Context: an optimization exercise on an open-source flow, tuned for small area, a short achievable clock period and few clock cycles per item. The choices shown serve that exercise and are no tape-out recipe.
In this exercise RTL edits were held to simulation tests only and were not proved equivalent to the original.

<file path="flow/design.v">
package chol_types_pkg;
  typedef logic signed [8-1:0] sample_t;
  typedef logic signed [32-1:0] l_word_t;
  typedef logic signed [64-1:0] acc_t;
  typedef logic [$clog2(16)-1:0] band_t;
  typedef logic [$clog2(4)-1:0] em_t;
  typedef logic [$clog2(4*(4+1)/2)-1:0] tri_addr_t;
endpackage
package chol_ctrl_pkg;
  typedef enum logic [2:0] {
    IDLE,
    READ,    
    SUM,     
    DIV,     
    SQRT,    
    DONE
  } phase_t;
  typedef enum logic [1:0] {
    HOLD,
    CLEAR,
    ACC
  } mac_op_t;
endpackage
`timescale 1ns/1ps
module chol_update_top (
  input  logic                    clk,
  input  logic                    rst,
  input  logic                    start,
  input  chol_types_pkg::em_t     size,
  output logic                    addr_valid,
  output chol_types_pkg::band_t   u_band,
  output chol_types_pkg::em_t     u_col,
  output chol_types_pkg::band_t   vec_band,
  input  chol_types_pkg::sample_t u_data,
  input  chol_types_pkg::sample_t vec_data,
  input  logic                    data_valid,
  output logic                    busy,
  output logic                    done,
  output logic                    singular,
  input  logic                    rd_valid,
  input  chol_types_pkg::em_t     rd_row,
  input  chol_types_pkg::em_t     rd_col,
  output chol_types_pkg::l_word_t rd_data,
  output logic                    rd_data_valid
);
  logic        accept;
  logic [1:0]  row;         
  logic [2:0]  jf;          
  logic [2:0]  nw;          
  logic [2:0]  pk;          
  logic [1:0]  kk;          
  logic [2:0]  mph;         
  logic        acc_zero;    
  logic        ma;          
  logic        form;        
  logic        neg_pend;    
  logic        zero_wr;     
  logic        chk;         
  logic        dv_run;
  logic        dv_sqrt;
  logic        dv_fin;      
  logic [6:0]  cnt;         
  logic        qneg;
  logic        tneg;        
  assign accept = start && !busy && !rst;
  logic [31:0] lm [10];
  logic [1:0]  mx_row, mx_col;
  logic [31:0] mx;
  logic        wr_en;
  logic [1:0]  wr_col;
  logic [31:0] wr_data;
  function automatic logic [3:0] tri_idx(input logic [1:0] r, input logic [1:0] c);
    case ({r, c})
      4'b00_00: tri_idx = 4'd0;
      4'b01_00: tri_idx = 4'd1;
      4'b01_01: tri_idx = 4'd2;
      4'b10_00: tri_idx = 4'd3;
      4'b10_01: tri_idx = 4'd4;
      4'b10_10: tri_idx = 4'd5;
      4'b11_00: tri_idx = 4'd6;
      4'b11_01: tri_idx = 4'd7;
      4'b11_10: tri_idx = 4'd8;
      4'b11_11: tri_idx = 4'd9;
      default:  tri_idx = 4'd15;
    endcase
  endfunction
  always_comb begin
    case ({mx_row, mx_col})
      4'b00_00: mx = lm[0];
      4'b01_00: mx = lm[1];
      4'b01_01: mx = lm[2];
      4'b10_00: mx = lm[3];
      4'b10_01: mx = lm[4];
      4'b10_10: mx = lm[5];
      4'b11_00: mx = lm[6];
      4'b11_01: mx = lm[7];
      4'b11_10: mx = lm[8];
      4'b11_11: mx = lm[9];
      default:  mx = '0;
    endcase
  end
  always_ff @(posedge clk) begin
    for (int e = 0; e < 10; e++) begin
      if (wr_en && tri_idx(row, wr_col) == 4'(e)) lm[e] <= wr_data;
    end
  end
  always_comb begin
    mx_row = rd_row;
    mx_col = rd_col;
    if (busy) begin
      if (form) begin
        mx_row = jf[1:0];
        mx_col = jf[1:0];
      end else if (ma) begin
        mx_row = row;
        mx_col = pk[1:0];
      end else begin
        mx_row = jf[1:0];
        mx_col = kk;
      end
    end
  end
  always_ff @(posedge clk) begin
    if (!busy || ma) rd_data <= mx;
  end
  always_ff @(posedge clk) begin
    if (rst) rd_data_valid <= 1'b0;
    else     rd_data_valid <= rd_valid;
  end
  logic              [4:0]  rx_cnt;
  logic signed       [7:0]  ud_r, vd_r;
  logic                     dv_r;
  logic signed       [19:0] gacc;
  logic                     g_rdy;
  assign vec_band = u_band;
  assign g_rdy    = rx_cnt[4];
  always_ff @(posedge clk) begin
    if (rst) begin
      addr_valid <= 1'b0;
    end else if (accept) begin
      addr_valid <= 1'b1;
      u_col      <= '0;
      u_band     <= '0;
    end else if (form && (jf[1:0] != row)) begin
      addr_valid <= 1'b1;
      u_col      <= jf[1:0] + 2'd1;
      u_band     <= '0;
    end else if (addr_valid) begin
      u_band <= u_band + 4'd1;
      if (u_band == 4'd15) addr_valid <= 1'b0;
    end
  end
  always_ff @(posedge clk) begin
    ud_r <= u_data;
    vd_r <= vec_data;
    dv_r <= data_valid && !rst;
    if (accept || form) begin
      rx_cnt <= '0;
    end else if (dv_r) begin
      rx_cnt <= rx_cnt + 5'd1;
      gacc   <= ((rx_cnt == 5'd0) ? 20'sd0 : gacc) + 20'(ud_r * vd_r);
    end
  end
  logic signed [31:0] a_op;
  logic signed [8:0]  dig;
  logic signed [40:0] pp;
  logic        [63:0] pp_sh;
  logic        [63:0] acc;
  logic        [63:0] acc_eff;
  logic        [63:0] ax, az;
  logic               acin;
  logic        [63:0] acc_sum;
  logic        [63:0] g16;
  logic        [63:0] s_m;
  logic               y_ovf;
  assign a_op    = rd_data;
  assign pp      = a_op * dig;
  assign acc_eff = acc_zero ? 64'd0 : acc;
  assign g16     = {{28{gacc[19]}}, gacc, 16'd0};
  assign s_m     = {acc_eff[63:8], 8'd0};
  always_comb begin
    case (mph)
      3'd3:    pp_sh = 64'(pp);
      3'd4:    pp_sh = {64'(pp)} << 8;
      3'd5:    pp_sh = {64'(pp)} << 16;
      default: pp_sh = {64'(pp)} << 24;
    endcase
  end
  always_comb begin
    if (form) begin
      ax = ~s_m;  az = g16;  acin = 1'b1;      
    end else if (neg_pend) begin
      ax = ~acc;  az = '0;   acin = 1'b1;      
    end else begin
      ax = acc_eff; az = pp_sh; acin = 1'b0;
    end
  end
  logic [64:0] acc_sum_x;
  assign acc_sum_x = {ax, acin} + {az, acin};
  assign acc_sum   = acc_sum_x[64:1];
  assign y_ovf = (g16[63] ^ s_m[63]) & (acc_sum[63] ^ g16[63]);
  always_ff @(posedge clk) begin
    if (form || (mph >= 3'd3) || neg_pend) acc <= acc_sum;
    if (mph == 3'd2 || mph == 3'd3 || mph == 3'd4 || mph == 3'd5) begin
      case (mph)
        3'd2: dig <= {1'b0, mx[7:0]};
        3'd3: dig <= {1'b0, mx[15:8]};
        3'd4: dig <= {1'b0, mx[23:16]};
        default: dig <= {mx[31], mx[31:24]};
      endcase
    end
  end
  logic [63:0] q;
  logic [32:0] rm;
  logic [31:0] dr;         
  logic [34:0] a1, a2;
  logic [35:0] ob1, ob2;
  logic        ci;
  logic [35:0] df1, df2;
  logic        ge1, ge2;
  logic [32:0] r1, r2;
  logic [31:0] rt1;
  logic [32:0] lowmask;
  logic [32:0] sk_rem;
  logic        skip;
  always_comb begin
    for (int b = 0; b < 33; b++) lowmask[b] = (b < 31) ? |(dr >> (b + 1)) : 1'b0;
  end
  assign sk_rem = {rm[24:0], q[63:56]};
  assign skip   = (cnt[6:3] != 4'd0) &&
                  (dv_sqrt ? ((dr == 32'd0) && (q[63:56] == 8'd0))
                           : (!dr[31] && (rm[32:25] == 8'd0) && ((sk_rem & ~lowmask) == 33'd0)));
  assign ci = dv_sqrt ? 1'b1 : ~dr[31];
  assign a1  = dv_sqrt ? {rm, q[63:62]} : {2'b00, rm[31:0], q[63]};
  assign ob1 = dv_sqrt ? {2'b11, ~dr, 2'b10} : {4'hF, dr[31] ? dr : ~dr};
  assign df1 = {1'b0, a1} + ob1 + 36'(ci);
  assign ge1 = ~df1[35];
  assign r1  = ge1 ? df1[32:0] : a1[32:0];
  assign rt1 = {dr[30:0], ge1};
  assign a2  = dv_sqrt ? {r1, q[61:60]} : {2'b00, r1[31:0], q[62]};
  assign ob2 = dv_sqrt ? {2'b11, ~rt1, 2'b10} : ob1;
  assign df2 = {1'b0, a2} + ob2 + 36'(ci);
  assign ge2 = ~df2[35];
  assign r2  = ge2 ? df2[32:0] : a2[32:0];
  logic [6:0] cnt_n;
  assign cnt_n = cnt - (skip ? 7'd8 : (dv_sqrt ? 7'd4 : 7'd2));
  always_ff @(posedge clk) begin
    if (form) begin
      q    <= acc_sum;
      rm   <= '0;
      dr   <= (jf[1:0] == row) ? 32'd0 : mx;
      cnt  <= 7'd64;
      qneg <= acc_sum[63] ^ mx[31];
      tneg <= acc_sum[63] ^ y_ovf;
    end else if (neg_pend) begin
      q <= acc_sum;
    end else if (dv_run) begin
      cnt <= cnt_n;
      if (skip) begin
        q  <= {q[55:0], 8'd0};
        rm <= sk_rem;
      end else if (dv_sqrt) begin
        q  <= {q[59:0], 4'd0};
        rm <= r2;
        dr <= {dr[29:0], ge1, ge2};
      end else begin
        q  <= {q[61:0], ge1, ge2};
        rm <= r2;
      end
    end
  end
  logic can_ma;
  logic sing;
  logic acc_is0;
  assign can_ma  = (pk < nw) && ((mph == 3'd0) || (mph == 3'd6));
  assign ma      = busy && !done && can_ma && (jf <= {1'b0, row});
  assign form    = busy && !done && g_rdy && (pk == jf) && (mph == 3'd0) &&
                   !dv_run && !dv_fin && !neg_pend && !zero_wr && !chk;
  assign acc_is0 = (acc == 64'd0);
  assign sing    = tneg || acc_is0;
  always_comb begin
    wr_en   = dv_fin || zero_wr || done;
    wr_col  = done ? row : nw[1:0];
    if (done)         wr_data = singular ? 32'd0 : dr;
    else if (zero_wr) wr_data = 32'd0;
    else              wr_data = qneg ? -q[31:0] : q[31:0];
  end
  always_ff @(posedge clk) begin
    if (rst) begin
      busy     <= 1'b0;
      done     <= 1'b0;
      singular <= 1'b0;
      dv_run   <= 1'b0;
      dv_fin   <= 1'b0;
      neg_pend <= 1'b0;
      zero_wr  <= 1'b0;
      chk      <= 1'b0;
      mph      <= 3'd0;
    end else if (accept) begin
      busy     <= 1'b1;
      row      <= size;
      jf       <= '0;
      nw       <= '0;
      pk       <= '0;
      acc_zero <= 1'b1;
      mph      <= 3'd0;
      dv_run   <= 1'b0;
      dv_fin   <= 1'b0;
      neg_pend <= 1'b0;
      zero_wr  <= 1'b0;
      chk      <= 1'b0;
    end else if (busy) begin
      done    <= 1'b0;
      dv_fin  <= 1'b0;
      zero_wr <= 1'b0;
      if (done) busy <= 1'b0;
      if (ma) begin
        mph <= 3'd2;
        kk  <= pk[1:0];
        pk  <= pk + 3'd1;
      end else if (mph != 3'd0) begin
        mph <= (mph == 3'd6) ? 3'd0 : mph + 3'd1;
      end
      if (mph == 3'd3) acc_zero <= 1'b0;
      if (form) begin
        jf       <= jf + 3'd1;
        pk       <= '0;
        acc_zero <= 1'b1;
        dv_sqrt  <= (jf[1:0] == row);
        if (jf[1:0] == row) begin
          dv_run <= 1'b1;
          chk    <= 1'b1;
        end else if (mx == 32'd0) begin
          zero_wr <= 1'b1;
        end else if (acc_sum[63]) begin
          neg_pend <= 1'b1;
        end else begin
          dv_run <= 1'b1;
        end
      end
      if (neg_pend) begin
        neg_pend <= 1'b0;
        dv_run   <= 1'b1;
      end
      if (chk) begin
        chk      <= 1'b0;
        singular <= sing;
        if (sing) begin
          dv_run <= 1'b0;
          done   <= 1'b1;
        end
      end
      if (dv_run && !(chk && sing) && (cnt_n == 7'd0)) begin
        dv_run <= 1'b0;
        if (dv_sqrt) done   <= 1'b1;
        else         dv_fin <= 1'b1;
      end
      if (dv_fin || zero_wr) nw <= nw + 3'd1;
    end
  end
endmodule
</file>
<file path="flow/run.sh">
#!/bin/bash
# synth_recipe.tcl (not shown) runs the flow's synth.tcl, then flattens the netlist and writes it again
# the make line also repeats each setting of config.mk as NAME=value (left out here)
make -C /OpenROAD-flow-scripts/flow DESIGN_CONFIG=/design/flow/config.mk WORK_HOME=/design/flow/orfs CLKGATE_MAP_FILE= SYNTH_SCRIPT=/design/flow/synth_recipe.tcl finish
</file>
<file path="flow/config.mk">
export PLATFORM = sky130hd
export DESIGN_NAME = chol_update_top
export DESIGN_NICKNAME = chol_update_top
export VERILOG_FILES = /design/flow/design.v
export SDC_FILE = /design/flow/constraint.sdc
export NUM_CORES = 4
export LEC_CHECK = 0
export CAP_MARGIN = 20
export CORE_MARGIN = 2
export CORE_UTILIZATION = 40
export SLEW_MARGIN = 20
</file>
<file path="flow/constraint.sdc">
create_clock -name core_clock -period 12.0 [get_ports {clk}]
set_input_delay 2.4000 -clock core_clock [delete_from_list [all_inputs] [get_ports {clk}]]
set_output_delay 2.4000 -clock core_clock [all_outputs]
set_load 0.01 [all_outputs]
</file>
==> flow_metrics.py, run 1 <==
metrics = {
    "outcome": {
        "outcome": "timing/DRC/antenna clean",
    },
    "layout": {
        "nets": 5832,
        "commonest_cells_after_routing_fill_and_taps_aside": "sky130_fd_sc_hd__nand2_1 (627), sky130_fd_sc_hd__edfxtp_1 (564), sky130_fd_sc_hd__fa_1 (325)",
        "area.sequential_sq_um": 18400,
        "multi_input_area_sq_um": 31000,
        "layout.cell_area.non_filler_sq_um": 56800,
        "layout_cells_excl_fill": 6927,
        "final_core_utilization": 0.446,
        "fraction_of_final_layout_cells_sized_beyond_drive_strength_1": 0.0697,
        "layout.cells.most_common": "sky130_fd_sc_hd__nand2_1",
        "synthToLayoutAreaGrowth_pct": 10.5,
        "fill_cells": 12200,
    },
    "setup_path": {
        "cp.arrival_ns": 11.50,
        "crit_slowest_cell": "sky130_fd_sc_hd__edfxtp_1",
        "critPathBufInv": 2,
        "r2r-start": "dig[3]",
        "cp.required_ns": 12.42,
        "crit_path_max_incr_delay_ns": 0.86,
        "critPathTopFamily": "compound AO/OA/AOI/OAI gates",
        "worst_setup_path_end_kind": "flop",
        "crit_fanout": 22,
        "crit_path_start": "dig[3]",
        "timing.setup.critical_path_class": "reg -> reg",
        "crit_path_frequent_cell": "sky130_fd_sc_hd__fa_1",
        "critical_path.startpoint_type": "flop",
    },
    "detailed_routing": {
        "drtAntennaViolNets": 0,
        "drt-pass1-iter-count": 7,
        "totalWireLength_microns": 172000,
        "avgViaCountPerCell": 6.03,
        "wl_per_cell_microns": 24.9,
        "route.vias.total": 41800,
        "detailed_route_iter0_violations": 4638,
        "drt_drc_violations_left": 0,
    },
    "global_route": {
        "global_route.usage.total": 0.260,
        "antenna_violations_before_repair": 8,
        "groute.layer.met3.usage": 0.0479,
        "met2_grt_util": 0.403,
        "grt_max_degree": 122,
        "busiest_layer": "met2",
        "grt_pass1_vias": 40800,
        "global_route.usage.met1": 0.366,
        "wire_length_of_the_first_global_routing_pass_microns": 261000,
        "globalRouteOverflowTotal": 0,
    },
    "sta": {
        "slew_viol_final": 0,
        "fmaxAchievable_ghz": 0.0902,
        "timing.final.crit_period_ns": 11.08,
        "timing_hold_violations_final": 0,
        "max_slew.worst_pin.slew_ns": 1.24,
        "worst_slack_ns": 0.919,
        "setup_viol": 0,
        "final.setup.tns_ns": 0,
        "timing.final.crit_share": 0.923,
        "clock-skew-final_ns": 0.0626,
        "max-slew-margin-rel": 0.172,
        "grt_setup_unrepaired": "false",
    },
    "logic_synthesis": {
        "synth.avg_cell_area_sq_um": 9.87,
        "yosysSeqAreaShare": 0.358,
        "syn-num-nets": 5839,
        "netlist.area_leader.share": 0.329,
        "yosys.cell_types.count": 93,
        "ys_ff_latch": 638,
        "netlist_instances": 5209,
        "yosysWarningCount": 2,
        "post_synth_main_area_contributors": "sky130_fd_sc_hd__edfxtp_1 (33%), sky130_fd_sc_hd__fa_1 (13%), sky130_fd_sc_hd__ha_1 (6.8%)",
        "synth_async_sr_flop_share": 0,
        "synth_largest_area_cell": "sky130_fd_sc_hd__edfxtp_1",
        "synth_enable_flop_cells": 564,
        "ys_dominant_reg_cell": "sky130_fd_sc_hd__edfxtp_1",
        "synthesis.area_sq_um": 51400,
    },
    "die": {
        "floorplan.initialDensity": 0.403,
        "fp-row-count": 131,
        "fp.coreArea_sq_um": 128000,
        "dieWidth_microns": 362,
        "floorplan.io_pins": 74,
        "die_h_microns": 362,
        "die_area_sq_um": 131000,
    },
    "flow_run": {
        "cap_violations": 0,
    },
    "clock_tree": {
        "clkTransAtPathRegs_ns": 0.06,
        "ctsLongestPathBuffers": 3,
        "tritoncts.num_buffers": 74,
        "tritoncts": "built",
        "cts_root_buffer": "sky130_fd_sc_hd__clkbuf_16",
        "post_cts.resized_instances": 0,
        "postCtsSetupRepairBufs": 0,
        "clock_sinks": 638,
        "cts_max_level": 3,
        "cts.hold.buffers_added": 0,
        "worstSkewPairLatency_ns": 0.68,
    },
    "placed_design": {
        "dp_cells": 6785,
        "dpl_cell_area_sq_um": 54200,
        "buffer_ports.inserted": 73,
        "dp.final_hpwl_microns": 126000,
        "place.gp.congestion": 0.959,
        "dp_worst_setup_slack_ns": 1.11,
    },
    "hold_path": {
        "hold_path_class": "reg -> reg",
        "holdCritStartpoint": "cnt[3]",
    },
}
==> worst paths after layout <==
| path | to | slack (ns) | cells past startpoint |
|---|---|---|---|
| worst max-delay path | tneg | 0.92 | 35 |
| worst min-delay path | cnt[3] | 0.49 | 2 |
| worst max register to register | tneg | 0.92 | 35 |
| worst min register to register | cnt[3] | 0.49 | 2 |
==> per-layer routing <==
metal / wire, microns / part of all wire / vias to the layer above
met4: 5600 / 0.033 / 0
li1: - / - / 18700
met5: 0 / 0 / -
met1: 73700 / 0.43 / 20900
met3: 15500 / 0.090 / 282
met2: 77500 / 0.45 / 1888
==> cells by family after synthesis <==
family / synth area share
multiplexers: 0.0298
buffers and inverters: 0.0434
adder cells (fa/ha/maj): 0.195
AND/OR/NAND/NOR: 0.157
XOR/XNOR: 0.0538
AO/OA/AOI/OAI: 0.163
flip-flops: 0.358
==> per-stage QoR <==
stage	hold WS, ns
after floorplan	0.450
after global placement	0.465
after detailed placement	0.467
after CTS	0.477
after global routing	0.512
final	0.492
==> cell usage after synthesis, types with 30 or more instances <==
library cell                instances
sky130_fd_sc_hd__mux2i_1           66
sky130_fd_sc_hd__clkbuf_1         213
sky130_fd_sc_hd__o21bai_1          38
sky130_fd_sc_hd__o21ai_0          308
sky130_fd_sc_hd__nand3_1           82
sky130_fd_sc_hd__nor3_1            57
sky130_fd_sc_hd__edfxtp_1         564
sky130_fd_sc_hd__a211oi_1          30
sky130_fd_sc_hd__a21o_1           111
sky130_fd_sc_hd__nand2_1          629
sky130_fd_sc_hd__a22oi_1           71
sky130_fd_sc_hd__a31oi_1           30
sky130_fd_sc_hd__ha_1             278
sky130_fd_sc_hd__inv_1            295
sky130_fd_sc_hd__a2111oi_0         36
sky130_fd_sc_hd__o211ai_1          36
sky130_fd_sc_hd__xnor2_1          228
sky130_fd_sc_hd__nand2b_1          68
sky130_fd_sc_hd__a21oi_1          297
sky130_fd_sc_hd__a221oi_1          45
sky130_fd_sc_hd__mux2_2            42
sky130_fd_sc_hd__buf_1             37
sky130_fd_sc_hd__xor2_1            88
sky130_fd_sc_hd__and2_1           210
sky130_fd_sc_hd__nand4_1           50
sky130_fd_sc_hd__nor2_1           307
sky130_fd_sc_hd__nor4_1            39
sky130_fd_sc_hd__fa_1             325
sky130_fd_sc_hd__nor2b_1           34
sky130_fd_sc_hd__a22o_1            41
sky130_fd_sc_hd__and3_1           105
sky130_fd_sc_hd__dfxtp_1           74
==> cell type report <==
type	instances	share of cell area
well taps	1662	0.0366
flip-flops and latches	638	0.324
diodes	2	0.0000881
clock buffers	89	0.0352
clock inverters	48	0.00975
repair buffers	196	0.0296
inverters	299	0.0198
multi-input cells	3993	0.545
==> state kept, by name, indices dropped and copies added (netlist names), 9 cells and up <==
| name | count |
|---|---|
| lm | 320 |
| acc | 64 |
| q | 64 |
| rm | 33 |
| dr | 32 |
| rd_data | 32 |
| gacc | 20 |
| dig | 9 |
==> worst reg2reg max path: cells and delay by family, from the launching register on <==
family	cells	cell delay, ns
DFF	1	0.86
buffers and inverters	2	0.19
and+or+nand+nor	5	1.09
adders and majority gates	8	3.49
xor gates and xnor gates	1	0.37
AOI/OAI and AO/OA	19	4.81
Testbench counts, summed over its fixed seeds: cycles 53,939, updates 768.
==> run 2, diff against run 1 <==
--- a/flow/design.v
+++ b/flow/design.v
@@ -131,4 +131,6 @@
   logic signed       [7:0]  ud_r, vd_r;
   logic                     dv_r;
+  logic signed       [15:0] pr;
+  logic                     pv;
   logic signed       [19:0] gacc;
   logic                     g_rdy;
@@ -155,9 +157,11 @@
     vd_r <= vec_data;
     dv_r <= data_valid && !rst;
+    pr   <= ud_r * vd_r;
+    pv   <= dv_r && !rst;
     if (accept || form) begin
       rx_cnt <= '0;
-    end else if (dv_r) begin
+    end else if (pv) begin
       rx_cnt <= rx_cnt + 5'd1;
-      gacc   <= ((rx_cnt == 5'd0) ? 20'sd0 : gacc) + 20'(ud_r * vd_r);
+      gacc   <= ((rx_cnt == 5'd0) ? 20'sd0 : gacc) + 20'(pr);
     end
   end
@@ -165,4 +169,5 @@
   logic signed [8:0]  dig;
   logic signed [40:0] pp;
+  logic signed [40:0] ppr;
   logic        [63:0] pp_sh;
   logic        [63:0] acc;
@@ -181,8 +186,8 @@
   always_comb begin
     case (mph)
-      3'd3:    pp_sh = 64'(pp);
-      3'd4:    pp_sh = {64'(pp)} << 8;
-      3'd5:    pp_sh = {64'(pp)} << 16;
-      default: pp_sh = {64'(pp)} << 24;
+      3'd4:    pp_sh = 64'(ppr);
+      3'd5:    pp_sh = {64'(ppr)} << 8;
+      3'd6:    pp_sh = {64'(ppr)} << 16;
+      default: pp_sh = {64'(ppr)} << 24;
     endcase
   end
@@ -201,6 +206,7 @@
   assign y_ovf = (g16[63] ^ s_m[63]) & (acc_sum[63] ^ g16[63]);
   always_ff @(posedge clk) begin
-    if (form || (mph >= 3'd3) || neg_pend) acc <= acc_sum;
-    if (mph == 3'd2 || mph == 3'd3 || mph == 3'd4 || mph == 3'd5) begin
+    if (form || (mph >= 3'd4) || neg_pend) acc <= acc_sum;
+    if (mph >= 3'd3 && mph <= 3'd6) ppr <= pp;
+    if (mph >= 3'd2 && mph <= 3'd5) begin
       case (mph)
         3'd2: dig <= {1'b0, mx[7:0]};
@@ -228,5 +234,5 @@
   end
   assign sk_rem = {rm[24:0], q[63:56]};
-  assign skip   = (cnt[6:3] != 4'd0) &&
+  assign skip   = (cnt[6:4] != 3'd0) &&
                   (dv_sqrt ? ((dr == 32'd0) && (q[63:56] == 8'd0))
                            : (!dr[31] && (rm[32:25] == 8'd0) && ((sk_rem & ~lowmask) == 33'd0)));
@@ -273,5 +279,5 @@
   logic sing;
   logic acc_is0;
-  assign can_ma  = (pk < nw) && ((mph == 3'd0) || (mph == 3'd6));
+  assign can_ma  = (pk < nw) && ((mph == 3'd0) || (mph == 3'd7));
   assign ma      = busy && !done && can_ma && (jf <= {1'b0, row});
   assign form    = busy && !done && g_rdy && (pk == jf) && (mph == 3'd0) &&
@@ -320,7 +326,7 @@
         pk  <= pk + 3'd1;
       end else if (mph != 3'd0) begin
-        mph <= (mph == 3'd6) ? 3'd0 : mph + 3'd1;
+        mph <= (mph == 3'd7) ? 3'd0 : mph + 3'd1;
       end
-      if (mph == 3'd3) acc_zero <= 1'b0;
+      if (mph == 3'd4) acc_zero <= 1'b0;
       if (form) begin
         jf       <= jf + 3'd1;
@@ -351,5 +357,5 @@
         end
       end
-      if (dv_run && !(chk && sing) && (cnt_n == 7'd0)) begin
+      if (dv_run && !(chk && sing) && (cnt == (dv_sqrt ? 7'd4 : 7'd2))) begin
         dv_run <= 1'b0;
         if (dv_sqrt) done   <= 1'b1;
--- a/flow/config.mk
+++ b/flow/config.mk
@@ -6,6 +6,8 @@
 export NUM_CORES = 4
 export LEC_CHECK = 0
+export ABC_CLOCK_PERIOD_IN_PS = 4000
 export CAP_MARGIN = 20
 export CORE_MARGIN = 2
-export CORE_UTILIZATION = 40
+export CORE_UTILIZATION = 50
+export SETUP_SLACK_MARGIN = 5
 export SLEW_MARGIN = 20
==> flow_metrics.py, run 2 <==
metrics = {
    "outcome": {
        "outcome": "timing/DRC/antenna clean",
    },
    "layout": {
        "commonest_cells_after_routing_fill_and_taps_aside": "sky130_fd_sc_hd__nand2_1 (692), sky130_fd_sc_hd__edfxtp_1 (605), sky130_fd_sc_hd__inv_1 (306)",
        "synthToLayoutAreaGrowth_pct": 13.3,
        "fraction_of_final_layout_cells_sized_beyond_drive_strength_1": 0.0982,
        "nets": 5999,
        "layout.cells.most_common": "sky130_fd_sc_hd__nand2_1",
        "largest_reg_flops": 320,
        "largestRegisters": "lm x320, acc x64, q x64",
        "regMostFlops": "lm",
        "layout.cell_area.non_filler_sq_um": 59700,
    },
    "clock_tree": {
        "tritoncts": "built",
        "ctsLongestPathBuffers": 3,
        "cts_max_level": 3,
        "cts.hold.buffers_added": 0,
        "cts_root_buffer": "sky130_fd_sc_hd__clkbuf_16",
        "worstSkewPairLatency_ns": 0.66,
        "tritoncts.num_buffers": 79,
        "clock_sinks": 696,
        "clkTransAtPathRegs_ns": 0.06,
    },
    "die": {
        "fp-row-count": 119,
        "floorplan.io_pins": 74,
        "floorplan.initialDensity": 0.502,
        "dieWidth_microns": 329,
        "die_h_microns": 329,
        "fp.coreArea_sq_um": 105000,
        "die_area_sq_um": 108000,
    },
    "global_route": {
        "wire_length_of_the_first_global_routing_pass_microns": 257000,
        "grt_pass1_vias": 40600,
        "antenna_violations_before_repair": 5,
        "grt_max_degree": 106,
        "globalRouteOverflowTotal": 0,
        "global_route.usage.total": 0.313,
    },
    "detailed_routing": {
        "drtAntennaViolNets": 0,
        "drt_drc_violations_left": 0,
        "wl_per_cell_microns": 25.0,
        "route.vias.total": 42500,
        "totalWireLength_microns": 172000,
        "detailed_route_iter0_violations": 4919,
        "drt-pass1-iter-count": 6,
        "avgViaCountPerCell": 6.20,
    },
    "hold_path": {
        "hold_path_class": "reg -> reg",
    },
    "sta": {
        "max_slew.worst_pin.slew_ns": 1.18,
        "final.setup.tns_ns": 0,
        "timing.final.crit_share": 0.587,
        "setup_viol": 0,
        "slew_viol_final": 0,
        "worst_slack_ns": 4.96,
        "timing.final.crit_period_ns": 7.04,
        "timing_hold_violations_final": 0,
        "fmaxAchievable_ghz": 0.142,
        "hold_slack_ns": 0.438,
        "grt_setup_unrepaired": "true",
        "clock-skew-final_ns": 0.0352,
        "max-slew-margin-rel": 0.206,
    },
    "logic_synthesis": {
        "ys_ff_latch": 696,
        "synth_enable_flop_cells": 605,
        "synthesis.area_sq_um": 52700,
        "yosys.cell_types.count": 96,
        "ys_dominant_reg_cell": "sky130_fd_sc_hd__edfxtp_1",
        "syn-num-nets": 5937,
        "netlist_instances": 5331,
        "yosysWarningCount": 2,
        "synth.most_common_cell": "sky130_fd_sc_hd__nand2_1",
        "synth_commonest_cells": "sky130_fd_sc_hd__nand2_1 (697), sky130_fd_sc_hd__edfxtp_1 (605), sky130_fd_sc_hd__o21ai_0 (320), sky130_fd_sc_hd__inv_1 (307), sky130_fd_sc_hd__a21oi_1 (300)",
        "synth_async_sr_flop_share": 0,
        "netlist.area_leader.share": 0.345,
        "post_synth_main_area_contributors": "sky130_fd_sc_hd__edfxtp_1 (34%), sky130_fd_sc_hd__fa_1 (11%), sky130_fd_sc_hd__ha_1 (6.8%)",
        "synth_largest_area_cell": "sky130_fd_sc_hd__edfxtp_1",
        "synth.avg_cell_area_sq_um": 9.89,
        "yosysSeqAreaShare": 0.379,
    },
    "placed_design": {
        "dpl_cell_area_sq_um": 55000,
        "buffer_ports.inserted": 73,
        "dp.final_hpwl_microns": 118000,
        "place.gp.congestion": 0.919,
        "dp_worst_setup_slack_ns": 2.94,
    },
    "setup_path": {
        "crit_fanout": 13,
        "cp.arrival_ns": 7.60,
        "worst_setup_path_end_kind": "flop",
        "critPathBufInv": 7,
        "critical_path.startpoint_type": "flop",
        "critPathTopFamily": "compound AO/OA/AOI/OAI gates",
        "cp.required_ns": 12.55,
        "crit_slowest_cell": "sky130_fd_sc_hd__or4_4",
        "timing.setup.critical_path_class": "reg -> reg",
        "crit_path_max_incr_delay_ns": 0.56,
    },
    "flow_run": {
        "cap_violations": 0,
    },
}
run 2: final timing paths:
check / from / end / slack (ns) / cells past startpoint
hold reg to reg: dv_r / pv / 0.44 / 1
hold / removal: dv_r / pv / 0.44 / 1
setup / recovery: dv_sqrt / rm[11] / 4.96 / 32
setup reg to reg: dv_sqrt / rm[11] / 4.96 / 32
run 2: final cells by class:
| type | count | area (sq um) |
|---|---|---|
| diodes | 5 | 12.5 |
| clock buffers | 104 | 2100 |
| clock inverters | 41 | 520 |
| fillers | 9150 | 45200 |
| inverters | 309 | 1200 |
| multi-input cells | 4020 | 31300 |
| flip-flops and latches | 696 | 20000 |
| well taps | 1391 | 1740 |
| repair buffers | 287 | 2910 |
run 2: layer usage:
metal,track usage,wire length (microns),vias up
met5,0,0,-
met4,0.113,6450,0
met3,0.0502,14800,300
met2,0.475,75800,1908
met1,0.454,74500,21100
li1,-,-,19200
run 2: cell families after synthesis:
kind of cell | Yosys count | share of synthesized area
XOR/XNOR | 315 | 0.0523
flip-flops | 696 | 0.379
multiplexers | 134 | 0.0299
AND/OR/NAND/NOR | 1702 | 0.155
adder cells (fa/ha/maj) | 580 | 0.179
buffers and inverters | 615 | 0.0451
AO/OA/AOI/OAI | 1289 | 0.159
run 2: metrics by stage:
step                cells  utilization
global route         6848        0.569
detailed placement   6599        0.524
global placement     6599        0.524
CTS                  6800        0.560
finish               6853        0.569
floorplan            5331            -
run 2: what timing repair did:
item                                   CTS  global route
endpoints found under the hold margin    0             0
pin swaps                               18            37
cloned                                  10             4
setup endpoints to repair               60            68
resized for setup                       78           103
setup buffers                           46            44
run 2: worst register-to-register path: cells and delay by family (launching register included):
family,cells,cell delay (ns)
DFF,1,0.42
buffers and inverters,7,1.20
muxes,2,0.75
and+or+nand+nor,4,0.99
AOI/OAI and AO/OA,17,3.07
adders and majority gates,2,0.50
Testbench counts of run 2, summed over its fixed seeds: cycles 55,905, updates 768.
==> run 3, diff against run 2 <==
--- a/flow/design.v
+++ b/flow/design.v
@@ -50,10 +50,14 @@
   logic [2:0]  pk;          
   logic [1:0]  kk;          
+  logic [1:0]  dsr;         
   logic [2:0]  mph;         
   logic        acc_zero;    
   logic        ma;          
+  logic        apre;        
+  logic        a_pre;       
+  logic        crit;        
   logic        form;        
-  logic        neg_pend;    
-  logic        zero_wr;     
+  logic        form0;       
+  logic        pf;          
   logic        chk;         
   logic        dv_run;
@@ -109,5 +113,5 @@
     mx_col = rd_col;
     if (busy) begin
-      if (form) begin
+      if (form || form0) begin
         mx_row = jf[1:0];
         mx_col = jf[1:0];
@@ -115,6 +119,9 @@
         mx_row = row;
         mx_col = pk[1:0];
-      end else begin
+      end else if (apre) begin
         mx_row = jf[1:0];
+        mx_col = nw[1:0];
+      end else begin
+        mx_row = dsr;
         mx_col = kk;
       end
@@ -122,5 +129,6 @@
   end
   always_ff @(posedge clk) begin
-    if (!busy || ma) rd_data <= mx;
+    if (!busy || ma || apre) rd_data <= mx;
+    else if (crit && (jf[1:0] == row)) rd_data <= wr_data;
   end
   always_ff @(posedge clk) begin
@@ -129,12 +137,14 @@
   end
   logic              [4:0]  rx_cnt;
-  logic signed       [7:0]  ud_r, vd_r;
-  logic                     dv_r;
   logic signed       [15:0] pr;
   logic                     pv;
   logic signed       [19:0] gacc;
+  logic signed       [19:0] gnext;
   logic                     g_rdy;
+  logic                     g_last;
   assign vec_band = u_band;
   assign g_rdy    = rx_cnt[4];
+  assign g_last   = pv && (rx_cnt == 5'd15);
+  assign gnext    = ((rx_cnt == 5'd0) ? 20'sd0 : gacc) + 20'(pr);
   always_ff @(posedge clk) begin
     if (rst) begin
@@ -144,5 +154,5 @@
       u_col      <= '0;
       u_band     <= '0;
-    end else if (form && (jf[1:0] != row)) begin
+    end else if ((form || form0) && (jf[1:0] != row)) begin
       addr_valid <= 1'b1;
       u_col      <= jf[1:0] + 2'd1;
@@ -154,14 +164,11 @@
   end
   always_ff @(posedge clk) begin
-    ud_r <= u_data;
-    vd_r <= vec_data;
-    dv_r <= data_valid && !rst;
-    pr   <= ud_r * vd_r;
-    pv   <= dv_r && !rst;
-    if (accept || form) begin
+    pr <= u_data * vec_data;
+    pv <= data_valid && !rst;
+    if (accept || form || form0) begin
       rx_cnt <= '0;
     end else if (pv) begin
       rx_cnt <= rx_cnt + 5'd1;
-      gacc   <= ((rx_cnt == 5'd0) ? 20'sd0 : gacc) + 20'(pr);
+      gacc   <= gnext;
     end
   end
@@ -177,10 +184,13 @@
   logic        [63:0] acc_sum;
   logic        [63:0] g16;
+  logic        [63:0] g16n;
   logic        [63:0] s_m;
   logic               y_ovf;
+  logic        [63:0] q;
   assign a_op    = rd_data;
   assign pp      = a_op * dig;
   assign acc_eff = acc_zero ? 64'd0 : acc;
   assign g16     = {{28{gacc[19]}}, gacc, 16'd0};
+  assign g16n    = {{28{gnext[19]}}, gnext, 16'd0};
   assign s_m     = {acc_eff[63:8], 8'd0};
   always_comb begin
@@ -194,7 +204,7 @@
   always_comb begin
     if (form) begin
-      ax = ~s_m;  az = g16;  acin = 1'b1;      
-    end else if (neg_pend) begin
-      ax = ~acc;  az = '0;   acin = 1'b1;      
+      ax = ~s_m;    az = g16;   acin = 1'b1;      
+    end else if (pf) begin
+      ax = ~q;      az = '0;    acin = 1'b1;      
     end else begin
       ax = acc_eff; az = pp_sh; acin = 1'b0;
@@ -206,7 +216,9 @@
   assign y_ovf = (g16[63] ^ s_m[63]) & (acc_sum[63] ^ g16[63]);
   always_ff @(posedge clk) begin
-    if (form || (mph >= 3'd4) || neg_pend) acc <= acc_sum;
+    if (mph >= 3'd4) acc <= acc_sum;
     if (mph >= 3'd3 && mph <= 3'd6) ppr <= pp;
-    if (mph >= 3'd2 && mph <= 3'd5) begin
+    if (crit) begin
+      dig <= {1'b0, wr_data[7:0]};
+    end else if (mph >= 3'd2 && mph <= 3'd5) begin
       case (mph)
         3'd2: dig <= {1'b0, mx[7:0]};
@@ -217,5 +229,4 @@
     end
   end
-  logic [63:0] q;
   logic [32:0] rm;
   logic [31:0] dr;         
@@ -249,18 +260,16 @@
   assign ge2 = ~df2[35];
   assign r2  = ge2 ? df2[32:0] : a2[32:0];
-  logic [6:0] cnt_n;
-  assign cnt_n = cnt - (skip ? 7'd8 : (dv_sqrt ? 7'd4 : 7'd2));
   always_ff @(posedge clk) begin
-    if (form) begin
-      q    <= acc_sum;
+    if (form || form0) begin
+      q    <= form0 ? g16n : acc_sum;
       rm   <= '0;
       dr   <= (jf[1:0] == row) ? 32'd0 : mx;
       cnt  <= 7'd64;
-      qneg <= acc_sum[63] ^ mx[31];
-      tneg <= acc_sum[63] ^ y_ovf;
-    end else if (neg_pend) begin
-      q <= acc_sum;
+      qneg <= (form0 ? gnext[19] : acc_sum[63]) ^ mx[31];
+      tneg <= form0 ? gnext[19] : (acc_sum[63] ^ y_ovf);
+    end else if (pf) begin
+      if (q[63]) q <= acc_sum;
     end else if (dv_run) begin
-      cnt <= cnt_n;
+      cnt <= cnt - (skip ? 7'd8 : (dv_sqrt ? 7'd4 : 7'd2));
       if (skip) begin
         q  <= {q[55:0], 8'd0};
@@ -278,17 +287,23 @@
   logic can_ma;
   logic sing;
-  logic acc_is0;
-  assign can_ma  = (pk < nw) && ((mph == 3'd0) || (mph == 3'd7));
-  assign ma      = busy && !done && can_ma && (jf <= {1'b0, row});
-  assign form    = busy && !done && g_rdy && (pk == jf) && (mph == 3'd0) &&
-                   !dv_run && !dv_fin && !neg_pend && !zero_wr && !chk;
-  assign acc_is0 = (acc == 64'd0);
-  assign sing    = tneg || acc_is0;
+  logic dz;
+  logic pipe_free;
+  assign pipe_free = (mph == 3'd0) || (mph == 3'd7);
+  assign can_ma = (pk < nw) && pipe_free && !crit;
+  assign ma     = busy && !done && can_ma && (jf <= {1'b0, row});
+  assign apre   = busy && dv_run && !dv_sqrt && !a_pre && (jf[1:0] != row) && (jf <= {1'b0, row}) &&
+                  (pk == nw) && pipe_free;
+  assign crit   = dv_fin && (pk == nw) && pipe_free && ((jf[1:0] == row) || a_pre);
+  assign form0  = busy && (jf == 3'd0) && g_last;
+  assign form   = busy && !done && (jf != 3'd0) && g_rdy && (pk == jf) && (mph == 3'd0) &&
+                  !dv_run && !dv_fin && !pf && !chk;
+  assign sing   = tneg || (q == 64'd0);
+  assign dz     = (dr == 32'd0);
   always_comb begin
-    wr_en   = dv_fin || zero_wr || done;
+    wr_en   = dv_fin || (pf && dz) || done;
     wr_col  = done ? row : nw[1:0];
-    if (done)         wr_data = singular ? 32'd0 : dr;
-    else if (zero_wr) wr_data = 32'd0;
-    else              wr_data = qneg ? -q[31:0] : q[31:0];
+    if (done)    wr_data = singular ? 32'd0 : dr;
+    else if (pf) wr_data = 32'd0;
+    else         wr_data = qneg ? -q[31:0] : q[31:0];
   end
   always_ff @(posedge clk) begin
@@ -299,6 +314,5 @@
       dv_run   <= 1'b0;
       dv_fin   <= 1'b0;
-      neg_pend <= 1'b0;
-      zero_wr  <= 1'b0;
+      pf       <= 1'b0;
       chk      <= 1'b0;
       mph      <= 3'd0;
@@ -310,18 +324,25 @@
       pk       <= '0;
       acc_zero <= 1'b1;
+      a_pre    <= 1'b0;
       mph      <= 3'd0;
       dv_run   <= 1'b0;
       dv_fin   <= 1'b0;
-      neg_pend <= 1'b0;
-      zero_wr  <= 1'b0;
+      pf       <= 1'b0;
       chk      <= 1'b0;
     end else if (busy) begin
-      done    <= 1'b0;
-      dv_fin  <= 1'b0;
-      zero_wr <= 1'b0;
+      done   <= 1'b0;
+      dv_fin <= 1'b0;
+      pf     <= 1'b0;
       if (done) busy <= 1'b0;
-      if (ma) begin
+      if (crit) begin
+        mph   <= 3'd3;
+        kk    <= nw[1:0];
+        dsr   <= row;
+        pk    <= pk + 3'd1;
+        a_pre <= 1'b0;
+      end else if (ma) begin
         mph <= 3'd2;
         kk  <= pk[1:0];
+        dsr <= jf[1:0];
         pk  <= pk + 3'd1;
       end else if (mph != 3'd0) begin
@@ -329,24 +350,19 @@
       end
       if (mph == 3'd4) acc_zero <= 1'b0;
-      if (form) begin
+      if (apre) a_pre <= 1'b1;
+      if (form || form0) begin
         jf       <= jf + 3'd1;
         pk       <= '0;
         acc_zero <= 1'b1;
+        a_pre    <= 1'b0;
         dv_sqrt  <= (jf[1:0] == row);
         if (jf[1:0] == row) begin
           dv_run <= 1'b1;
           chk    <= 1'b1;
-        end else if (mx == 32'd0) begin
-          zero_wr <= 1'b1;
-        end else if (acc_sum[63]) begin
-          neg_pend <= 1'b1;
         end else begin
-          dv_run <= 1'b1;
+          pf     <= 1'b1;
         end
       end
-      if (neg_pend) begin
-        neg_pend <= 1'b0;
-        dv_run   <= 1'b1;
-      end
+      if (pf && !dz) dv_run <= 1'b1;
       if (chk) begin
         chk      <= 1'b0;
@@ -357,10 +373,10 @@
         end
       end
-      if (dv_run && !(chk && sing) && (cnt == (dv_sqrt ? 7'd4 : 7'd2))) begin
+      if (dv_run && !(chk && sing) && !skip && (cnt == (dv_sqrt ? 7'd4 : 7'd2))) begin
         dv_run <= 1'b0;
         if (dv_sqrt) done   <= 1'b1;
         else         dv_fin <= 1'b1;
       end
-      if (dv_fin || zero_wr) nw <= nw + 3'd1;
+      if (dv_fin || (pf && dz)) nw <= nw + 3'd1;
     end
   end
==> flow_metrics.py, run 3 <==
metrics = {
    "outcome": {
        "outcome": "timing/DRC/antenna clean",
    },
    "logic_synthesis": {
        "netlist.area_leader.share": 0.345,
        "ys_dominant_reg_cell": "sky130_fd_sc_hd__edfxtp_1",
        "synth.avg_cell_area_sq_um": 9.73,
        "yosysSeqAreaShare": 0.373,
        "post_synth_main_area_contributors": "sky130_fd_sc_hd__edfxtp_1 (35%), sky130_fd_sc_hd__fa_1 (11%), sky130_fd_sc_hd__ha_1 (6.8%)",
        "syn-num-nets": 6030,
        "synth.most_common_cell": "sky130_fd_sc_hd__edfxtp_1",
        "yosysWarningCount": 2,
        "synth_largest_area_cell": "sky130_fd_sc_hd__edfxtp_1",
        "ys_ff_latch": 681,
        "netlist_instances": 5425,
        "yosys.cell_types.count": 91,
        "synth_commonest_cells": "sky130_fd_sc_hd__edfxtp_1 (607), sky130_fd_sc_hd__nand2_1 (573), sky130_fd_sc_hd__inv_1 (382), sky130_fd_sc_hd__a21oi_1 (343), sky130_fd_sc_hd__nor2_1 (323)",
        "synth_async_sr_flop_share": 0,
        "synth_enable_flop_cells": 607,
        "synthesis.area_sq_um": 52800,
    },
    "setup_path": {
        "end_of_the_worst_register_to_register_path": "q[36]",
        "r2r_cells": 24,
        "critical_path.startpoint_type": "flop",
        "worst_setup_path_end_kind": "flop",
        "crit_path_start": "jf[0]",
        "crit_fanout": 99,
        "timing.setup.critical_path_class": "reg -> reg",
        "cp.arrival_ns": 7.20,
        "r2r-start": "jf[0]",
        "r2r_setup_slack_ns": 5.22,
        "cp.required_ns": 12.41,
        "crit_end": "q[36]",
    },
    "clock_tree": {
        "worstSkewPairLatency_ns": 0.68,
        "cts_max_level": 3,
        "tritoncts": "built",
        "clkTransAtPathRegs_ns": 0.06,
        "tritoncts.num_buffers": 77,
        "clock_sinks": 681,
        "ctsLongestPathBuffers": 3,
        "cts_root_buffer": "sky130_fd_sc_hd__clkbuf_16",
    },
    "die": {
        "fp.coreArea_sq_um": 105000,
        "floorplan.initialDensity": 0.503,
        "fp-row-count": 119,
        "die_area_sq_um": 108000,
        "floorplan.io_pins": 74,
        "dieWidth_microns": 329,
        "die_h_microns": 329,
    },
    "sta": {
        "grt_setup_unrepaired": "false",
        "clock-skew-final_ns": 0.0355,
        "fmaxAchievable_ghz": 0.147,
        "timing_hold_violations_final": 0,
        "setup_viol": 0,
        "timing.final.crit_period_ns": 6.78,
        "final.setup.tns_ns": 0,
        "timing.final.crit_share": 0.565,
        "max_slew.worst_pin.slew_ns": 1.17,
        "slew_viol_final": 0,
        "hold_slack_ns": 0.455,
        "max-slew-margin-rel": 0.215,
    },
    "hold_path": {
        "hold_path_class": "reg -> reg",
    },
    "global_route": {
        "grt_pass1_vias": 41600,
        "antenna_violations_before_repair": 3,
        "grt_max_degree": 100,
        "global_route.usage.total": 0.331,
        "wire_length_of_the_first_global_routing_pass_microns": 269000,
        "globalRouteOverflowTotal": 0,
    },
    "flow_run": {
        "cap_violations": 0,
    },
    "placed_design": {
        "dp.final_hpwl_microns": 126000,
        "place.gp.congestion": 0.981,
        "buffer_ports.inserted": 73,
    },
    "detailed_routing": {
        "drtAntennaViolNets": 0,
        "avgViaCountPerCell": 6.41,
        "route.vias.total": 43700,
        "totalWireLength_microns": 181000,
        "drt_drc_violations_left": 0,
        "drt-pass1-iter-count": 8,
        "wl_per_cell_microns": 26.5,
        "detailed_route_iter0_violations": 5105,
    },
    "layout": {
        "synthToLayoutAreaGrowth_pct": 10.1,
        "nets": 5977,
        "insertedDiodeCount": 0,
        "largest_reg_flops": 320,
        "commonest_cells_after_routing_fill_and_taps_aside": "sky130_fd_sc_hd__edfxtp_1 (607), sky130_fd_sc_hd__nand2_1 (571), sky130_fd_sc_hd__inv_1 (381)",
        "multi_input_area_sq_um": 30700,
        "fill_cells": 9480,
        "layout.cells.most_common": "sky130_fd_sc_hd__edfxtp_1",
        "fraction_of_final_layout_cells_sized_beyond_drive_strength_1": 0.0709,
        "regMostFlops": "lm",
        "largestRegisters": "lm x320, acc x64, q x64",
        "area.sequential_sq_um": 19700,
    },
}
==> run 3: cell types whose count changed after synthesis, moves of 43 or more <==
cell                       delta
sky130_fd_sc_hd__a222oi_1    +51
sky130_fd_sc_hd__xnor2_1     -50
sky130_fd_sc_hd__o21ai_1     +61
sky130_fd_sc_hd__a21oi_1     +43
sky130_fd_sc_hd__a311oi_1    +53
sky130_fd_sc_hd__nand2_1    -124
sky130_fd_sc_hd__nor2_1      +70
sky130_fd_sc_hd__nand3_1     -56
sky130_fd_sc_hd__o21ai_0     -55
sky130_fd_sc_hd__inv_1       +75
sky130_fd_sc_hd__mux2i_1     -44
==> run 3: layer usage <==
metal	vias up	GRT usage	wire, microns
li1	19500	-	-
met1	21700	0.471	77500
met2	2161	0.506	79400
met3	385	0.0652	17400
met4	6	0.110	6640
met5	-	0	41
==> run 3: worst max-delay path, stage by stage (launching register included) <==
cell                       delay (ns)
sky130_fd_sc_hd__edfxtp_1        0.48
sky130_fd_sc_hd__inv_1           0.15
sky130_fd_sc_hd__ha_1            0.22
sky130_fd_sc_hd__nand2b_1        0.25
sky130_fd_sc_hd__nand3_1         0.20
sky130_fd_sc_hd__nor2_4          0.12
sky130_fd_sc_hd__buf_6           0.39
sky130_fd_sc_hd__buf_16          0.40
sky130_fd_sc_hd__a311oi_1        0.10
sky130_fd_sc_hd__a31oi_1         0.24
sky130_fd_sc_hd__ha_1            0.34
sky130_fd_sc_hd__inv_1           0.12
sky130_fd_sc_hd__o21ai_0         0.09
sky130_fd_sc_hd__a21o_1          0.18
sky130_fd_sc_hd__a21o_1          0.18
sky130_fd_sc_hd__a21oi_1         0.14
sky130_fd_sc_hd__nor2b_1         0.06
sky130_fd_sc_hd__o21ai_1         0.55
sky130_fd_sc_hd__nand3b_1        0.47
sky130_fd_sc_hd__a21o_1          0.30
sky130_fd_sc_hd__a21o_1          0.22
sky130_fd_sc_hd__a311oi_2        0.47
sky130_fd_sc_hd__o21bai_1        0.15
sky130_fd_sc_hd__xor2_1          0.21
sky130_fd_sc_hd__a221o_1         0.33
==> run 3: cell type report <==
| type | instances | share of cell area |
|---|---|---|
| tap | 1391 | 0.0299 |
| timing repair buffer | 207 | 0.0336 |
| sequential | 681 | 0.339 |
| inverter | 389 | 0.0252 |
| clock buffer | 97 | 0.0348 |
| multi-input combinational | 4016 | 0.529 |
| clock inverter | 44 | 0.00867 |
==> run 3: timing repair <==
item | 4_1_cts | 5_1_grt
setup endpoints to repair | 76 | 62
resized for setup | 25 | 38
setup buffers | 5 | 17
cloned | 2 | 3
pin swaps | 3 | 2
endpoints found under the hold margin | 0 | 0
hold buffers | 0 | 0
==> run 3: per-stage QoR <==
stage,instances,setup WS (ns),utilization,area [sq um]
final,6825,5.22,0.554,58100
after global routing,6825,5.02,0.554,58100
after global placement,6656,3.86,0.524,55000
after CTS,6804,5.02,0.550,57700
after floorplan,5425,5.02,-,52800
after detailed placement,6656,3.82,0.524,55000
==> run 3: cell families (layout without fill, tap and decap cells) <==
logic type	after synthesis	in the layout	synth area share
flip-flops	681	681	0.373
AND/OR/NAND/NOR	1614	1614	0.148
buffers and inverters	728	737	0.0525
XOR/XNOR	253	253	0.0420
AO/OA/AOI/OAI	1496	1496	0.190
adder cells (fa/ha/maj)	578	578	0.179
multiplexers	75	75	0.0152
==> run 3: how the worst min path moves through the flow <==
stage	cells after the start	slack [ns]	end	start
detailed placement	2	0.45	dig[8]	dig[8]
global route	2	0.49	dig[8]	dig[8]
floorplan	2	0.46	rm[8]	rm[8]
CTS	2	0.46	dig[8]	dig[8]
global placement	2	0.45	dig[8]	dig[8]
finish	2	0.46	dig[8]	dig[8]
Testbench counts of run 3, summed over its fixed seeds: cycles 52,621, updates 768.
==> run 4, diff against run 3 <==
--- a/flow/design.v
+++ b/flow/design.v
@@ -239,13 +239,18 @@
   logic [31:0] rt1;
   logic [32:0] lowmask;
-  logic [32:0] sk_rem;
-  logic        skip;
+  logic [32:0] sk_rem, sk_rem16;
+  logic        skip, skip8, skip16;
   always_comb begin
     for (int b = 0; b < 33; b++) lowmask[b] = (b < 31) ? |(dr >> (b + 1)) : 1'b0;
   end
-  assign sk_rem = {rm[24:0], q[63:56]};
-  assign skip   = (cnt[6:4] != 3'd0) &&
-                  (dv_sqrt ? ((dr == 32'd0) && (q[63:56] == 8'd0))
-                           : (!dr[31] && (rm[32:25] == 8'd0) && ((sk_rem & ~lowmask) == 33'd0)));
+  assign sk_rem   = {rm[24:0], q[63:56]};
+  assign sk_rem16 = {rm[16:0], q[63:48]};
+  assign skip8    = (cnt >= 7'd16) &&
+                    (dv_sqrt ? ((dr == 32'd0) && (q[63:56] == 8'd0))
+                             : (!dr[31] && (rm[32:25] == 8'd0) && ((sk_rem & ~lowmask) == 33'd0)));
+  assign skip16   = (cnt >= 7'd24) &&
+                    (dv_sqrt ? ((dr == 32'd0) && (q[63:48] == 16'd0))
+                             : (!dr[31] && (rm[32:17] == 16'd0) && ((sk_rem16 & ~lowmask) == 33'd0)));
+  assign skip     = skip8 || skip16;
   assign ci = dv_sqrt ? 1'b1 : ~dr[31];
   assign a1  = dv_sqrt ? {rm, q[63:62]} : {2'b00, rm[31:0], q[63]};
@@ -271,6 +276,9 @@
       if (q[63]) q <= acc_sum;
     end else if (dv_run) begin
-      cnt <= cnt - (skip ? 7'd8 : (dv_sqrt ? 7'd4 : 7'd2));
-      if (skip) begin
+      cnt <= cnt - (skip16 ? 7'd16 : skip8 ? 7'd8 : (dv_sqrt ? 7'd4 : 7'd2));
+      if (skip16) begin
+        q  <= {q[47:0], 16'd0};
+        rm <= sk_rem16;
+      end else if (skip8) begin
         q  <= {q[55:0], 8'd0};
         rm <= sk_rem;
==> flow_metrics.py, run 4 <==
metrics = {
    "detailed_routing": {
        "totalWireLength_microns": 197000,
        "detailed_route_iter0_violations": 5175,
        "wl_per_cell_microns": 27.1,
        "drt-pass1-iter-count": 8,
        "route.vias.total": 47000,
        "avgViaCountPerCell": 6.46,
        "drtAntennaViolNets": 0,
        "drt_drc_violations_left": 0,
    },
    "sta": {
        "max-slew-margin-rel": 0.248,
        "timing.final.crit_period_ns": 6.77,
        "fmaxAchievable_ghz": 0.148,
        "timing_hold_violations_final": 0,
        "setup_viol": 0,
        "timing.final.crit_share": 0.564,
        "slew_viol_final": 0,
        "max_slew.worst_pin.slew_ns": 1.12,
        "final.setup.tns_ns": 0,
        "clock-skew-final_ns": 0.0505,
        "grt_setup_unrepaired": "true",
        "worst_slack_ns": 5.23,
    },
    "logic_synthesis": {
        "netlist_instances": 5816,
        "yosysSeqAreaShare": 0.358,
        "synth.avg_cell_area_sq_um": 9.47,
        "ys_ff_latch": 681,
        "yosys.cell_types.count": 98,
        "ys_dominant_reg_cell": "sky130_fd_sc_hd__edfxtp_1",
        "synth_enable_flop_cells": 607,
        "synth.most_common_cell": "sky130_fd_sc_hd__nand2_1",
        "post_synth_main_area_contributors": "sky130_fd_sc_hd__edfxtp_1 (33%), sky130_fd_sc_hd__fa_1 (11%), sky130_fd_sc_hd__ha_1 (6.5%)",
        "synth_largest_area_cell": "sky130_fd_sc_hd__edfxtp_1",
        "synthesis.area_sq_um": 55100,
        "syn-num-nets": 6424,
        "synth_commonest_cells": "sky130_fd_sc_hd__nand2_1 (674), sky130_fd_sc_hd__edfxtp_1 (607), sky130_fd_sc_hd__inv_1 (385), sky130_fd_sc_hd__a21oi_1 (368), sky130_fd_sc_hd__nor2_1 (355)",
        "yosysWarningCount": 2,
        "synth_async_sr_flop_share": 0,
        "netlist.area_leader.share": 0.331,
    },
    "global_route": {
        "grt_pass1_vias": 44600,
        "antenna_violations_before_repair": 7,
        "global_route.usage.total": 0.341,
        "globalRouteOverflowTotal": 0,
        "grt_max_degree": 96,
        "wire_length_of_the_first_global_routing_pass_microns": 290000,
    },
    "layout": {
        "nets": 6406,
        "multi_input_area_sq_um": 33200,
        "commonest_cells_after_routing_fill_and_taps_aside": "sky130_fd_sc_hd__nand2_1 (674), sky130_fd_sc_hd__edfxtp_1 (607), sky130_fd_sc_hd__inv_1 (384)",
        "area.sequential_sq_um": 19700,
        "synthToLayoutAreaGrowth_pct": 11.1,
        "final_core_utilization": 0.561,
        "layout.cells.most_common": "sky130_fd_sc_hd__nand2_1",
        "largest_reg_flops": 320,
        "largestRegisters": "lm x320, acc x64, q x64",
        "fill_cells": 9750,
        "fraction_of_final_layout_cells_sized_beyond_drive_strength_1": 0.0866,
        "regMostFlops": "lm",
        "layout.cell_area.non_filler_sq_um": 61200,
    },
    "setup_path": {
        "crit_path_max_incr_delay_ns": 0.53,
        "crit_path_frequent_cell": "sky130_fd_sc_hd__or3_4",
        "cp.arrival_ns": 7.35,
        "timing.setup.critical_path_class": "reg -> reg",
        "worst_setup_path_end_kind": "flop",
        "cp.required_ns": 12.58,
        "critical_path.startpoint_type": "flop",
        "crit_slowest_cell": "sky130_fd_sc_hd__edfxtp_1",
        "crit_fanout": 12,
    },
    "die": {
        "fp-row-count": 121,
        "die_h_microns": 336,
        "fp.coreArea_sq_um": 109000,
        "die_area_sq_um": 113000,
        "floorplan.initialDensity": 0.505,
        "floorplan.io_pins": 74,
        "dieWidth_microns": 336,
    },
    "outcome": {
        "outcome": "timing/DRC/antenna clean",
    },
    "placed_design": {
        "place.gp.congestion": 0.962,
        "dpl_cell_area_sq_um": 57400,
        "dp_worst_setup_slack_ns": 4.25,
        "buffer_ports.inserted": 73,
        "dp.final_hpwl_microns": 135000,
    },
    "clock_tree": {
        "clock_sinks": 681,
        "cts_root_buffer": "sky130_fd_sc_hd__clkbuf_16",
        "clkTransAtPathRegs_ns": 0.06,
        "worstSkewPairLatency_ns": 0.67,
        "tritoncts.num_buffers": 78,
        "cts_max_level": 3,
        "cts.hold.buffers_added": 0,
        "ctsLongestPathBuffers": 3,
        "tritoncts": "built",
    },
    "hold_path": {
        "hold_path_class": "reg -> reg",
    },
    "flow_run": {
        "cap_violations": 0,
    },
}
## run 4: logic make-up (layout without fill, tap and decap cells)
logic type      after synthesis  after routing  share of synthesized area
compound gates             1511           1511                      0.182
xor+xnor                    265            265                     0.0422
fa+ha+maj                   582            582                      0.172
buf+inv                     767            798                     0.0534
flops                       681            681                      0.358
mux                         161            161                     0.0304
other cells                   0              4                          0
simple gates               1849           1859                      0.162
## run 4: final timing paths
check / cells after the start / end / slack, ns / from
max: 29 / rm[2] / 5.23 / dv_sqrt
min: 2 / cnt[3] / 0.51 / cnt[3]
max reg2reg: 29 / rm[2] / 5.23 / dv_sqrt
min reg2reg: 2 / cnt[3] / 0.51 / cnt[3]
## run 4: per-stage QoR
step                instances  hold slack [ns]
CTS                      7205            0.503
global route             7271            0.537
floorplan                5816            0.459
detailed placement       7056            0.488
finish                   7275            0.507
global placement         7056            0.476
## run 4: cell type report
type | count | area share
Clock buffer | 106 | 0.0344
Sequential cell | 681 | 0.322
Inverter | 390 | 0.0240
Tap cell | 1414 | 0.0289
Timing Repair Buffer | 269 | 0.0403
Clock inverter | 33 | 0.00693
Multi-Input combinational cell | 4378 | 0.543
Antenna cell | 4 | 0.000164
## run 4: metal layers
metal / GRT usage / part of all wire
met1: 0.465 / 0.41
met2: 0.520 / 0.44
met3: 0.0668 / 0.099
met4: 0.170 / 0.058
met5: 0 / 0.000076
## run 4: worst max-delay path: cells and delay by family, from the launching register on
| kind | cells | cell delay, ns |
|---|---|---|
| compound gates | 11 | 1.89 |
| mux | 1 | 0.37 |
| simple gates | 10 | 2.49 |
| buf+inv | 5 | 0.75 |
| fa+ha+maj | 2 | 0.63 |
| flops | 1 | 0.53 |
## run 4: repair_timing
item,in CTS,in global routing
gates cloned,8,7
endpoints found under the setup margin,53,64
buffers inserted,2,55
resized for setup,19,111
pin swaps,4,36
Testbench counts of run 4, summed over its fixed seeds: cycles 48,219, updates 768.
==> run 5, diff against run 4 <==
--- a/flow/design.v
+++ b/flow/design.v
@@ -189,5 +189,24 @@
   logic        [63:0] q;
   assign a_op    = rd_data;
-  assign pp      = a_op * dig;
+  logic [10:0] dgx;
+  logic [40:0] brow [5];
+  logic [40:0] bneg;
+  localparam logic [40:0] BCONST = 41'(-(64'd341 << 33));
+  assign dgx = {dig[8], dig, 1'b0};
+  always_comb begin
+    bneg = '0;
+    for (int t = 0; t < 5; t++) begin
+      logic one, two, neg;
+      logic [33:0] mag, x;
+      neg = dgx[2*t+2];
+      one = dgx[2*t+1] ^ dgx[2*t];
+      two = (dgx[2*t+2] & ~dgx[2*t+1] & ~dgx[2*t]) | (~dgx[2*t+2] & dgx[2*t+1] & dgx[2*t]);
+      mag = one ? 34'(a_op) : (two ? {a_op[31], a_op, 1'b0} : 34'd0);
+      x   = mag ^ {34{neg & (one | two)}};
+      brow[t] = 41'({~x[33], x[32:0]}) << (2 * t);
+      bneg[2*t] = neg & (one | two);
+    end
+  end
+  assign pp = brow[0] + brow[1] + brow[2] + brow[3] + brow[4] + bneg + BCONST;
   assign acc_eff = acc_zero ? 64'd0 : acc;
   assign g16     = {{28{gacc[19]}}, gacc, 16'd0};
--- a/flow/config.mk
+++ b/flow/config.mk
@@ -9,5 +9,7 @@
 export CAP_MARGIN = 20
 export CORE_MARGIN = 2
-export CORE_UTILIZATION = 50
+export CORE_UTILIZATION = 55
+export CTS_CLUSTER_DIAMETER = 80
+export CTS_CLUSTER_SIZE = 20
 export SETUP_SLACK_MARGIN = 5
 export SLEW_MARGIN = 20
==> flow_metrics.py, run 5 <==
metrics = {
    "outcome": {
        "outcome": "timing/DRC/antenna clean",
    },
    "sta": {
        "grt_setup_unrepaired": "false",
        "max_slew.worst_pin.slew_ns": 1.20,
        "max-slew-margin-rel": 0.198,
        "worst_slack_ns": 5.13,
        "setup_viol": 0,
        "timing.final.crit_share": 0.573,
        "hold_slack_ns": 0.517,
    },
    "global_route": {
        "grt_max_degree": 162,
        "globalRouteOverflowTotal": 0,
        "antenna_violations_before_repair": 1,
    },
    "layout": {
        "area.sequential_sq_um": 19700,
        "layout_cells_excl_fill": 6755,
        "regMostFlops": "lm",
        "multi_input_area_sq_um": 31400,
        "synthToLayoutAreaGrowth_pct": 8.06,
        "nets": 5909,
        "layout.cells.most_common": "sky130_fd_sc_hd__edfxtp_1",
    },
    "detailed_routing": {
        "wl_per_cell_microns": 28.0,
        "detailed_route_iter0_violations": 5106,
        "avgViaCountPerCell": 6.71,
        "route.vias.total": 45300,
    },
    "logic_synthesis": {
        "synth_async_sr_flop_share": 0,
        "yosys.cell_types.count": 95,
        "synth.avg_cell_area_sq_um": 9.56,
        "synth_enable_flop_cells": 607,
        "netlist_instances": 5577,
        "synth_largest_area_cell": "sky130_fd_sc_hd__edfxtp_1",
        "yosysSeqAreaShare": 0.370,
        "synth_commonest_cells": "sky130_fd_sc_hd__edfxtp_1 (607), sky130_fd_sc_hd__nor2_1 (470), sky130_fd_sc_hd__nand2_1 (440), sky130_fd_sc_hd__a21oi_1 (373), sky130_fd_sc_hd__clkbuf_1 (320)",
    },
    "setup_path": {
        "r2r_cells": 25,
        "cp.required_ns": 12.58,
        "crit_slowest_cell": "sky130_fd_sc_hd__edfxtp_1",
        "worst_setup_path_end_kind": "flop",
        "r2r_setup_slack_ns": 5.13,
        "timing.setup.critical_path_class": "reg -> reg",
        "crit_path_frequent_cell": "sky130_fd_sc_hd__nand2_1",
        "crit_path_max_incr_delay_ns": 0.74,
    },
    "placed_design": {
        "dp.final_hpwl_microns": 132000,
        "buffer_ports.inserted": 73,
        "dp_cells": 6635,
    },
    "clock_tree": {
        "clock_sinks": 681,
        "tritoncts": "built",
        "ctsLongestPathBuffers": 3,
        "tritoncts.num_buffers": 49,
    },
    "die": {
        "die_area_sq_um": 99400,
        "die_h_microns": 315,
    },
    "flow_run": {
        "cap_violations": 0,
    },
}
[run 5: area by class of cell]
type                            instances  share of cell area
Clock buffer                           69              0.0231
Clock inverter                         23             0.00545
Inverter                              269              0.0176
Multi-Input combinational cell       4209               0.546
Sequential cell                       681               0.342
Tap cell                             1276              0.0277
Timing Repair Buffer                  228              0.0382
[run 5: logic make-up after synthesis]
family,synth area share
and+or+nand+nor,0.129
xor gates and xnor gates,0.0698
adders and majority gates,0.126
DFF,0.370
buffers and inverters,0.0495
AOI/OAI and AO/OA,0.218
muxes,0.0383
[run 5: per-stage QoR]
stage / instance area (sq um) / utilization
2_1_floorplan: 53500 / -
3_3_place_gp: 55300 / 0.573
3_5_place_dp: 55300 / 0.573
4_1_cts: 57200 / 0.593
5_1_grt: 57600 / 0.597
6_report: 57600 / 0.597
[run 5: repair_timing]
item | in CTS | in global routing
pin swaps | 2 | 9
buffers inserted | 4 | 16
cloned | 4 | 4
hold buffers | 0 | 0
setup endpoints to repair | 49 | 54
resized for setup | 26 | 45
[run 5: tightest hold or removal path: stages, from the launching register on]
cell                      delay, ns
sky130_fd_sc_hd__dfxtp_1       0.35
sky130_fd_sc_hd__nand2_1       0.07
sky130_fd_sc_hd__a21oi_1       0.05
[run 5: worst max path at each step]
stage / slack (ns) / endpoint / startpoint / depth (start not counted)
floorplan: 5.01 / rm[31] / dv_sqrt / 34
global placement: 3.99 / rm[10] / dv_sqrt / 24
detailed placement: 3.88 / rm[10] / dv_sqrt / 25
CTS: 5.03 / rm[32] / dr[31] / 26
global route: 4.98 / ppr[39] / dig[3] / 25
finish: 5.13 / rm[32] / dr[23] / 25
[run 5: layer usage]
metal | track usage | wire (microns)
met3 | 0.0743 | 19100
met5 | 0 | 0
met1 | 0.503 | 75900
met4 | 0.155 | 9100
met2 | 0.584 | 85000
Testbench counts of run 5, summed over its fixed seeds: cycles 48,219, updates 768.

what the ideal ports hide:
In the flow no input, the clock included, has a driving cell. The finished layouts below were timed again as built, in two steps.
Step 1 (the two cells are an assumption about what drives the block):
set clk [get_ports {clk}]
set_driving_cell -lib_cell sky130_fd_sc_hd__clkbuf_16 $clk
set_driving_cell -lib_cell sky130_fd_sc_hd__buf_2 [delete_from_list [all_inputs] $clk]
Step 2, shift: input delay + t, output delay - t, t = (earliest + latest rising clock arrival at the registers) / 2. This alone moves slack from input paths to output paths.
Three values: ideal, step 1, step 2; two values: the first two.
| run | t (ns) | slack for setup (ns) | hold slack, ns | worst setup path at the end |
|---|---|---|---|---|
| run 1 | 0.720 | 0.919 / 0.919 / 0.919 | 0.492 / 0.492 / 0.492 | register to register |
| run 2 | 0.717 | 4.958 / 4.958 / 4.566 | 0.438 / 0.438 / 0.438 | input to register |
| run 3 | 0.728 | 5.217 / 5.217 / 4.599 | 0.455 / 0.455 / 0.455 | input to register |
| run 4 | 0.718 | 5.234 / 5.234 / 4.753 | 0.507 / 0.507 / 0.507 | input to register |
| run 5 | 0.752 | 5.125 / 5.125 / 4.638 | 0.517 / 0.517 / 0.517 | input to register |
After both steps setup and hold are still met in every run listed. The setup slack of run 3, which loses most, moves by 0.000 ns with the drivers and by -0.618 ns with both steps.
